Source: an optimization exercise on an open RTL-to-GDS flow (aim: small area, a short achievable clock period and few clock cycles per item). Production flows keep margins and buffers that such runs may drop. The RTL was checked by simulation tests, not by an equivalence proof against the original design.

==> flow/design.v <==
package cad_pkg;
  localparam int DATA_W = 8;
  localparam int PROD_W = 16;
  localparam int ACC_W = 20;
  localparam int KER_SIDE = 5;
  localparam int KER_TAPS = KER_SIDE * KER_SIDE;
  localparam int POOL_SIDE = 2;
  typedef logic signed [DATA_W-1:0] data_t;
  typedef logic signed [ACC_W-1:0] acc_t;
endpackage
`timescale 1ns/10ps
module operand_store #(
  parameter int IMG_SIDE = 8,
  parameter int IMG_COUNT = 2,
  parameter int KER_COUNT = 2,
  localparam int IMG_IDX_W = (IMG_COUNT > 1) ? $clog2(IMG_COUNT) : 1,
  localparam int KER_IDX_W = (KER_COUNT > 1) ? $clog2(KER_COUNT) : 1,
  localparam int POS_W = $clog2(IMG_SIDE)
) (
  input  logic                 clk,
  input  logic                 rst_n,
  input  logic                 i_in_valid,
  input  cad_pkg::data_t       i_matrix,
  input  logic [IMG_IDX_W-1:0] i_img_sel,
  input  logic [KER_IDX_W-1:0] i_ker_sel,
  input  logic [POS_W-1:0]     i_row,
  input  logic [POS_W-1:0]     i_col,
  input  logic [2:0]           i_tap_r,
  input  logic [2:0]           i_tap_c,
  output cad_pkg::data_t       o_ker_val,
  output cad_pkg::data_t       o_pix_00,
  output cad_pkg::data_t       o_pix_01,
  output cad_pkg::data_t       o_pix_10,
  output cad_pkg::data_t       o_pix_11
);
  localparam int IMG_SZ = IMG_SIDE * IMG_SIDE;
  localparam int IMG_ELEMS = IMG_COUNT * IMG_SZ;
  localparam int KER_ELEMS = KER_COUNT * cad_pkg::KER_TAPS;
  localparam int TOTAL = IMG_ELEMS + KER_ELEMS;
  localparam int WR_W = $clog2(TOTAL);
  localparam int IMG_AW = $clog2(IMG_ELEMS);
  localparam int KER_AW = $clog2(KER_ELEMS);
  cad_pkg::data_t img_mem[IMG_ELEMS];
  cad_pkg::data_t ker_mem[KER_ELEMS];
  logic [WR_W-1:0] wr_cnt;
  logic [WR_W-1:0] ker_wr;
  logic [POS_W-1:0] win_r;
  logic [POS_W-1:0] win_c;
  logic [IMG_AW-1:0] pix_base;
  logic [KER_AW-1:0] ker_addr;
  always_ff @(posedge clk or negedge rst_n) begin
    if (!rst_n) begin
      wr_cnt <= '0;
    end else if (i_in_valid) begin
      if (wr_cnt == WR_W'(TOTAL - 1)) begin
        wr_cnt <= '0;
      end else begin
        wr_cnt <= wr_cnt + 1'b1;
      end
    end
  end
  assign ker_wr = wr_cnt - WR_W'(IMG_ELEMS);
  always_ff @(posedge clk) begin
    if (i_in_valid) begin
      if (wr_cnt < WR_W'(IMG_ELEMS)) begin
        img_mem[IMG_AW'(wr_cnt)] <= i_matrix;
      end else begin
        ker_mem[KER_AW'(ker_wr)] <= i_matrix;
      end
    end
  end
  assign win_r = i_row + POS_W'(i_tap_r);
  assign win_c = i_col + POS_W'(i_tap_c);
  assign pix_base = IMG_AW'(i_img_sel) * IMG_AW'(IMG_SZ)
                  + IMG_AW'(win_r) * IMG_AW'(IMG_SIDE)
                  + IMG_AW'(win_c);
  assign ker_addr = KER_AW'(i_ker_sel) * KER_AW'(cad_pkg::KER_TAPS)
                  + KER_AW'(i_tap_r) * KER_AW'(cad_pkg::KER_SIDE)
                  + KER_AW'(i_tap_c);
  assign o_ker_val = ker_mem[ker_addr];
  assign o_pix_00 = img_mem[pix_base];
  assign o_pix_01 = img_mem[pix_base + IMG_AW'(1)];
  assign o_pix_10 = img_mem[pix_base + IMG_AW'(IMG_SIDE)];
  assign o_pix_11 = img_mem[pix_base + IMG_AW'(IMG_SIDE + 1)];
endmodule
`timescale 1ns/10ps
module window_sequencer #(
  parameter int IMG_SIDE = 8,
  parameter int IMG_COUNT = 2,
  parameter int KER_COUNT = 2,
  localparam int IMG_IDX_W = (IMG_COUNT > 1) ? $clog2(IMG_COUNT) : 1,
  localparam int KER_IDX_W = (KER_COUNT > 1) ? $clog2(KER_COUNT) : 1,
  localparam int POS_W = $clog2(IMG_SIDE)
) (
  input  logic                 clk,
  input  logic                 rst_n,
  input  logic                 i_start,
  input  logic [IMG_IDX_W-1:0] i_img_idx,
  input  logic [KER_IDX_W-1:0] i_ker_idx,
  input  logic                 i_last_bit,
  output logic                 o_busy,
  output logic [IMG_IDX_W-1:0] o_img_sel,
  output logic [KER_IDX_W-1:0] o_ker_sel,
  output logic [POS_W-1:0]     o_row,
  output logic [POS_W-1:0]     o_col,
  output logic [2:0]           o_tap_r,
  output logic [2:0]           o_tap_c,
  output logic                 o_acc_clear,
  output logic                 o_acc_en,
  output logic                 o_block_done
);
  localparam int CONV_SIDE = IMG_SIDE - cad_pkg::KER_SIDE + 1;
  localparam int BLK_SIDE = CONV_SIDE / cad_pkg::POOL_SIDE;
  localparam int POOLS = BLK_SIDE * BLK_SIDE;
  localparam int LAST_ORG = CONV_SIDE - cad_pkg::POOL_SIDE;
  localparam int CNT_W = $clog2(POOLS + 1);
  localparam logic [2:0] TAP_LAST = 3'(cad_pkg::KER_SIDE - 1);
  logic run;
  logic in_clear;
  logic [CNT_W-1:0] res_cnt;
  logic start_ok;
  logic last_tap;
  logic last_blk;
  assign start_ok = i_start && !o_busy;
  assign last_tap = (o_tap_r == TAP_LAST) && (o_tap_c == TAP_LAST);
  assign last_blk = (o_row == POS_W'(LAST_ORG)) && (o_col == POS_W'(LAST_ORG));
  assign o_acc_clear = run && in_clear;
  assign o_acc_en = run && !in_clear;
  always_ff @(posedge clk or negedge rst_n) begin
    if (!rst_n) begin
      o_img_sel <= '0;
      o_ker_sel <= '0;
    end else if (start_ok) begin
      o_img_sel <= i_img_idx;
      o_ker_sel <= i_ker_idx;
    end
  end
  always_ff @(posedge clk or negedge rst_n) begin
    if (!rst_n) begin
      o_busy <= 1'b0;
      res_cnt <= '0;
    end else if (start_ok) begin
      o_busy <= 1'b1;
      res_cnt <= '0;
    end else if (i_last_bit) begin
      res_cnt <= res_cnt + 1'b1;
      if (res_cnt == CNT_W'(POOLS - 1)) begin
        o_busy <= 1'b0;
      end
    end
  end
  always_ff @(posedge clk or negedge rst_n) begin
    if (!rst_n) begin
      run <= 1'b0;
      in_clear <= 1'b0;
      o_tap_r <= '0;
      o_tap_c <= '0;
      o_row <= '0;
      o_col <= '0;
      o_block_done <= 1'b0;
    end else begin
      o_block_done <= 1'b0;
      if (start_ok) begin
        run <= 1'b1;
        in_clear <= 1'b1;
        o_tap_r <= '0;
        o_tap_c <= '0;
        o_row <= '0;
        o_col <= '0;
      end else if (run && in_clear) begin
        in_clear <= 1'b0;
      end else if (run) begin
        if (last_tap) begin
          o_tap_r <= '0;
          o_tap_c <= '0;
          in_clear <= 1'b1;
          o_block_done <= 1'b1;
          if (last_blk) begin
            run <= 1'b0;
          end else if (o_col == POS_W'(LAST_ORG)) begin
            o_col <= '0;
            o_row <= o_row + POS_W'(cad_pkg::POOL_SIDE);
          end else begin
            o_col <= o_col + POS_W'(cad_pkg::POOL_SIDE);
          end
        end else if (o_tap_c == TAP_LAST) begin
          o_tap_c <= '0;
          o_tap_r <= o_tap_r + 1'b1;
        end else begin
          o_tap_c <= o_tap_c + 1'b1;
        end
      end
    end
  end
endmodule
`timescale 1ns/10ps
module mac_pool (
  input  logic           clk,
  input  logic           rst_n,
  input  cad_pkg::data_t i_ker_val,
  input  cad_pkg::data_t i_pix_00,
  input  cad_pkg::data_t i_pix_01,
  input  cad_pkg::data_t i_pix_10,
  input  cad_pkg::data_t i_pix_11,
  input  logic           i_acc_clear,
  input  logic           i_acc_en,
  input  logic           i_block_done,
  output cad_pkg::acc_t  o_res,
  output logic           o_res_valid
);
  localparam int LANES = cad_pkg::POOL_SIDE * cad_pkg::POOL_SIDE;
  cad_pkg::data_t pix[LANES];
  cad_pkg::acc_t acc[LANES];
  cad_pkg::acc_t sum_q[LANES];
  cad_pkg::acc_t max_top;
  cad_pkg::acc_t max_bot;
  logic sum_valid;
  function automatic cad_pkg::acc_t max2(input cad_pkg::acc_t a, input cad_pkg::acc_t b);
    max2 = (a > b) ? a : b;
  endfunction
  assign pix[0] = i_pix_00;
  assign pix[1] = i_pix_01;
  assign pix[2] = i_pix_10;
  assign pix[3] = i_pix_11;
  for (genvar g = 0; g < LANES; g++) begin : g_lane
    logic signed [cad_pkg::PROD_W-1:0] prod;
    assign prod = i_ker_val * pix[g];
    always_ff @(posedge clk) begin
      if (i_acc_clear) begin
        acc[g] <= '0;
      end else if (i_acc_en) begin
        acc[g] <= acc[g] + cad_pkg::acc_t'(prod);
      end
    end
    always_ff @(posedge clk) begin
      if (i_block_done) begin
        sum_q[g] <= acc[g];
      end
    end
  end
  assign max_top = max2(sum_q[0], sum_q[1]);
  assign max_bot = max2(sum_q[2], sum_q[3]);
  always_ff @(posedge clk) begin
    if (sum_valid) begin
      o_res <= max2(max_top, max_bot);
    end
  end
  always_ff @(posedge clk or negedge rst_n) begin
    if (!rst_n) begin
      sum_valid <= 1'b0;
      o_res_valid <= 1'b0;
    end else begin
      sum_valid <= i_block_done;
      o_res_valid <= sum_valid;
    end
  end
endmodule
`timescale 1ns/10ps
module result_serializer (
  input  logic          clk,
  input  logic          rst_n,
  input  cad_pkg::acc_t i_res,
  input  logic          i_res_valid,
  output logic          o_out_valid,
  output logic          o_out_value,
  output logic          o_last_bit
);
  localparam int CNT_W = $clog2(cad_pkg::ACC_W);
  logic [cad_pkg::ACC_W-1:0] shreg;
  logic [CNT_W-1:0] cnt;
  always_ff @(posedge clk or negedge rst_n) begin
    if (!rst_n) begin
      o_out_valid <= 1'b0;
      o_out_value <= 1'b0;
      cnt <= '0;
    end else if (i_res_valid) begin
      o_out_valid <= 1'b1;
      o_out_value <= i_res[0];
      cnt <= CNT_W'(cad_pkg::ACC_W - 1);
    end else if (cnt != '0) begin
      o_out_value <= shreg[0];
      cnt <= cnt - 1'b1;
    end else begin
      o_out_valid <= 1'b0;
      o_out_value <= 1'b0;
    end
  end
  always_ff @(posedge clk) begin
    if (i_res_valid) begin
      shreg <= i_res >> 1;
    end else if (cnt != '0) begin
      shreg <= shreg >> 1;
    end
  end
  assign o_last_bit = o_out_valid && (cnt == '0);
endmodule
`timescale 1ns/10ps
module cad_top #(
  parameter int IMG_SIDE = 8,
  parameter int IMG_COUNT = 2,
  parameter int KER_COUNT = 2,
  localparam int IMG_IDX_W = (IMG_COUNT > 1) ? $clog2(IMG_COUNT) : 1,
  localparam int KER_IDX_W = (KER_COUNT > 1) ? $clog2(KER_COUNT) : 1
) (
  input  logic                 clk,
  input  logic                 rst_n,
  input  logic                 i_in_valid,
  input  cad_pkg::data_t       i_matrix,
  input  logic                 i_start,
  input  logic [IMG_IDX_W-1:0] i_img_idx,
  input  logic [KER_IDX_W-1:0] i_ker_idx,
  output logic                 o_busy,
  output logic                 o_out_valid,
  output logic                 o_out_value
);
  localparam int POS_W = $clog2(IMG_SIDE);
  logic [IMG_IDX_W-1:0] img_sel;
  logic [KER_IDX_W-1:0] ker_sel;
  logic [POS_W-1:0] row;
  logic [POS_W-1:0] col;
  logic [2:0] tap_r;
  logic [2:0] tap_c;
  cad_pkg::data_t ker_val;
  cad_pkg::data_t pix_00;
  cad_pkg::data_t pix_01;
  cad_pkg::data_t pix_10;
  cad_pkg::data_t pix_11;
  logic acc_clear;
  logic acc_en;
  logic block_done;
  cad_pkg::acc_t res;
  logic res_valid;
  logic last_bit;
  operand_store #(
    .IMG_SIDE (IMG_SIDE),
    .IMG_COUNT(IMG_COUNT),
    .KER_COUNT(KER_COUNT)
  ) u_store (
    .clk       (clk),
    .rst_n     (rst_n),
    .i_in_valid(i_in_valid),
    .i_matrix  (i_matrix),
    .i_img_sel (img_sel),
    .i_ker_sel (ker_sel),
    .i_row     (row),
    .i_col     (col),
    .i_tap_r   (tap_r),
    .i_tap_c   (tap_c),
    .o_ker_val (ker_val),
    .o_pix_00  (pix_00),
    .o_pix_01  (pix_01),
    .o_pix_10  (pix_10),
    .o_pix_11  (pix_11)
  );
  window_sequencer #(
    .IMG_SIDE (IMG_SIDE),
    .IMG_COUNT(IMG_COUNT),
    .KER_COUNT(KER_COUNT)
  ) u_seq (
    .clk         (clk),
    .rst_n       (rst_n),
    .i_start     (i_start),
    .i_img_idx   (i_img_idx),
    .i_ker_idx   (i_ker_idx),
    .i_last_bit  (last_bit),
    .o_busy      (o_busy),
    .o_img_sel   (img_sel),
    .o_ker_sel   (ker_sel),
    .o_row       (row),
    .o_col       (col),
    .o_tap_r     (tap_r),
    .o_tap_c     (tap_c),
    .o_acc_clear (acc_clear),
    .o_acc_en    (acc_en),
    .o_block_done(block_done)
  );
  mac_pool u_mac (
    .clk         (clk),
    .rst_n       (rst_n),
    .i_ker_val   (ker_val),
    .i_pix_00    (pix_00),
    .i_pix_01    (pix_01),
    .i_pix_10    (pix_10),
    .i_pix_11    (pix_11),
    .i_acc_clear (acc_clear),
    .i_acc_en    (acc_en),
    .i_block_done(block_done),
    .o_res       (res),
    .o_res_valid (res_valid)
  );
  result_serializer u_ser (
    .clk        (clk),
    .rst_n      (rst_n),
    .i_res      (res),
    .i_res_valid(res_valid),
    .o_out_valid(o_out_valid),
    .o_out_value(o_out_value),
    .o_last_bit (last_bit)
  );
endmodule
==> flow/run.sh <==
#!/bin/bash
# synth_recipe.tcl (not shown) runs the flow's synth.tcl, then flattens the netlist and writes it again
# the make line also repeats each setting of config.mk as NAME=value (left out here)
make -C /OpenROAD-flow-scripts/flow DESIGN_CONFIG=/design/flow/config.mk WORK_HOME=/design/flow/orfs CLKGATE_MAP_FILE= SYNTH_SCRIPT=/design/flow/synth_recipe.tcl finish
==> flow/config.mk <==
export PLATFORM = sky130hd
export DESIGN_NAME = cad_top
export DESIGN_NICKNAME = cad_top
export VERILOG_FILES = /design/flow/design.v
export SDC_FILE = /design/flow/constraint.sdc
export NUM_CORES = 4
export LEC_CHECK = 0
export CAP_MARGIN = 20
export CORE_MARGIN = 2
export CORE_UTILIZATION = 40
export PLACE_DENSITY = 0.6
export SLEW_MARGIN = 20
==> flow/constraint.sdc <==
create_clock -name core_clock -period 12.0 [get_ports {clk}]
set_input_delay 2.4000 -clock core_clock [delete_from_list [all_inputs] [get_ports {clk}]]
set_output_delay 2.4000 -clock core_clock [all_outputs]
set_load 0.01 [all_outputs]
==> flow_summary.yaml <==
timing:
  period_share_pct: 89.01
  finalClockSkew_ns: 0.05586
  hold_violations: 0
  setup_viol: 0
  final.min_clock_period_ns: 10.68
  rsz0062_at_grt: "false"
  clock.fmax_ghz: 0.09363
  maxSlewViolCount: 0
  tightest_slew_ns: 1.229
  tns_ns: 0
  slew_headroom_pct: 17.58
  whs_ns: 0.4083
hold_path:
  hold_end: "u_mac.sum_q[2][4]"
  hold_start: "u_mac.acc[2][4]"
  hold_depth: 0
  min_path_type: "register to register"
finish:
  final_util_pct: 44.56
  final_layout_size_suffix_gt1_share_pct: 18.35
  final_nets: 6708
  multi_input_area_um2: 39980
  n_fill_cell: 19920
  ff_latch_area_um2: 48850
  layout.cells.non_filler: 9224
  area_delta_synth_final_pct: 10.52
clock_tree:
  cts-buffers-inserted: 176
  cts_tree: "built"
  cts.reportedPaths.clkPinSlew_ns: 0.06
  ctsRootBufferMaster: "clkbuf_16"
  cts_max_path_buffers: 3
  clock_latency_ns: 0.87
  hold_buffers: 0
  htreeDepth: 4
  post_cts_buffers: 0
  clock-sinks: 1659
  cts_resized: 0
logic_synthesis:
  async_flop_share_pct: 2.170
  synth.cell_area_um2: 91820
  synth_warnings: 7
  synthTopCellsByCount: "edfxtp_1, mux4_2, nor2_1"
  ys_types: 90
  synth_top_cell_area_share_pct: 50.46
  yosys.area.top_type: "edfxtp_1"
  synth_ff_type: "edfxtp_1"
  postSynthAreaPerCell_um2: 15.07
  yosysMostFrequentCell: "edfxtp_1"
  synth_cells: 6093
  yosysSeqAreaShare_pct: 53.19
  synth_edf_count: 1543
  synth-seq-cells: 1659
  synthTopCellsByArea: "edfxtp_1, mux4_2, fa_1"
global_routing:
  grt_pass1_vias: 55640
  antenna_found_initial: 7
  grt-ovfl-total: 0
  grt_pass1_wl_mm: 388.5
  grt_max_degree: 122
  grtUsageTotal_pct: 22.59
routing:
  wl_per_cell_um: 28.85
  vias: 55170
  vias_per_cell: 5.981
  ant_nets: 0
  route.detailed.drc: 0
  drtPass1Iterations: 6
  wl_mm: 266.1
  drt-initial-drc-count: 5872
worst_setup_path:
  r2r_slack_ns: 1.32
  crit_required_ns: 12.73
  reg2reg_from: "u_seq.o_tap_c[1]"
  crit_fanout: 87
  crit_path_top_delay_cell: "a2111oi_0"
  end_kind: "register"
  cp_slowest_stage_delay_ns: 0.80
  cp_common_cell: "fa_1"
  crit_family: "adder cells"
  path_buf_inv: 2
  critPathKind: "register to register"
  critPathArrivalTime_ns: 11.41
  r2r-end: "u_mac.acc[3][19]"
  rr_worst_depth: 25
  start_kind: "register"
die:
  start_util_pct: 40.32
  io_pins: 17
  dieArea_um2: 233400
  core_um2: 227700
  row_count: 175
  die_h_um: 483.1
  die_w_um: 483.1
placed_design:
  hpwlAfterDp_mm: 185.0
  dp_cells: 8896
  port_buffers: 16
  gp_congestion: 1.014
job:
  max_cap_violations: 0
run_status:
  outcome: "no timing/DRC/antenna violations"
[registers in the layout (all words and copies together) (netlist names), 5 cells and up]
| register | count |
|---|---|
| u_store.img_mem | 1024 |
| u_store.ker_mem | 400 |
| u_mac.acc | 80 |
| u_mac.sum_q | 80 |
| u_mac.o_res | 20 |
| u_ser.shreg | 19 |
| u_store.wr_cnt | 8 |
| u_ser.cnt | 5 |
[placed cells by master (no fill, tap or decap), drive strengths merged, types with 80 or more instances in the layout]
cell type and instances:
dfxtp 80, mux4 618, xnor2 86, mux2i 375, clkinv 80, inv 480, fa 361, nor3 88
clkbuf 203, nand2 267, a21oi 93, edfxtp 1543, nor2 470, o21ai 130, buf 130, ha 266
[per-stage QoR]
step           worst slack [ns]  area (µm²)
2_1_floorplan             2.595       91820
3_3_place_gp              1.461       95550
3_5_place_dp              1.498       95560
4_1_cts                   1.488      101400
5_1_grt                  0.9981      101500
6_report                  1.319      101500
[cell type report]
cell class,count,area share (%)
diodes,2,0.004932
clock buffers,203,4.492
clock inverters,121,1.287
inverters,466,1.731
multi-input cells,3627,39.40
flip-flops and latches,1659,48.13
well taps,3009,3.710
repair buffers,137,1.242
[cell families (layout without fill, tap and decap cells)]
group	after synthesis	in the layout	synth area share, %
other	1	4	0.004084
adders and majority gates	627	627	11.50
xor gates and xnor gates	110	110	1.162
buffers and inverters	808	927	3.522
and+or+nand+nor	1215	1215	6.140
DFF	1659	1659	53.19
muxes	1025	1025	19.64
AOI/OAI and AO/OA	648	648	4.850
[how the worst max path moves through the flow]
stage	from	end	slack, ns	cells after the start
3_3_place_gp	u_seq.o_tap_c[1]	u_mac.acc[0][19]	1.46	28
6_report	u_seq.o_tap_c[1]	u_mac.acc[3][19]	1.32	25
2_1_floorplan	u_seq.o_col[1]	u_mac.acc[3][19]	2.59	27
3_5_place_dp	u_seq.o_tap_c[1]	u_mac.acc[3][19]	1.50	25
5_1_grt	u_seq.o_tap_c[1]	u_mac.acc[3][19]	1.0	25
4_1_cts	u_seq.o_tap_c[1]	u_mac.acc[3][19]	1.49	25
[worst reg2reg max path, stage by stage, from the launching register on]
cell	delay (ns)
dfrtp_1	0.45
inv_1	0.12
fa_4	0.54
xor3_4	0.54
xnor2_4	0.50
buf_12	0.53
mux4_2	0.43
mux2i_1	0.21
nand2_1	0.16
a21oi_1	0.16
a2111oi_0	0.80
and3_1	0.70
and2_1	0.69
fa_1	0.56
fa_1	0.50
fa_1	0.56
fa_1	0.41
ha_1	0.29
ha_1	0.24
a2111oi_0	0.58
o21ai_0	0.27
o41ai_1	0.64
o2111ai_1	0.22
a21oi_1	0.20
xnor2_1	0.08
a22o_1	0.20
[metal layers]
| metal | share of wire [%] | global-route usage [%] | vias to the layer above | routed length, µm |
|---|---|---|---|---|
| li1 | - | - | 23270 | - |
| met1 | 40 | 30.31 | 28780 | 107400 |
| met2 | 47 | 35.48 | 2607 | 123800 |
| met3 | 8.7 | 5.046 | 505 | 23080 |
| met4 | 4.4 | 9.625 | 2 | 11840 |
| met5 | 0.0049 | 0 | - | 13 |
Testbench counts, summed over its fixed seeds: cycles 7,568, jobs 48.

[port drivers added, routing unchanged]
The results above use ideal ports. As a check the final layout listed here was re-extracted and re-timed, cells and wires unchanged.
Step 1: set_driving_cell puts a clkbuf_16 on clk and a buf_2 on each other input, an assumption about the parent block.
Step 2 also shifts input and output timing later by t, the mid clock arrival at the registers, as if the neighbouring blocks saw the same clock.
a / b / c = ideal ports / drivers / drivers and shift; a / b = the first two.
t, ns: 0.933
setup slack, ns: 1.319 / 1.319 / 1.319
worst hold slack (ns): 0.408 / 0.408 / 0.408
After both steps setup and hold are still met in this run. The setup slack of this run moves by 0.000 ns with the drivers and by 0.000 ns with both steps.
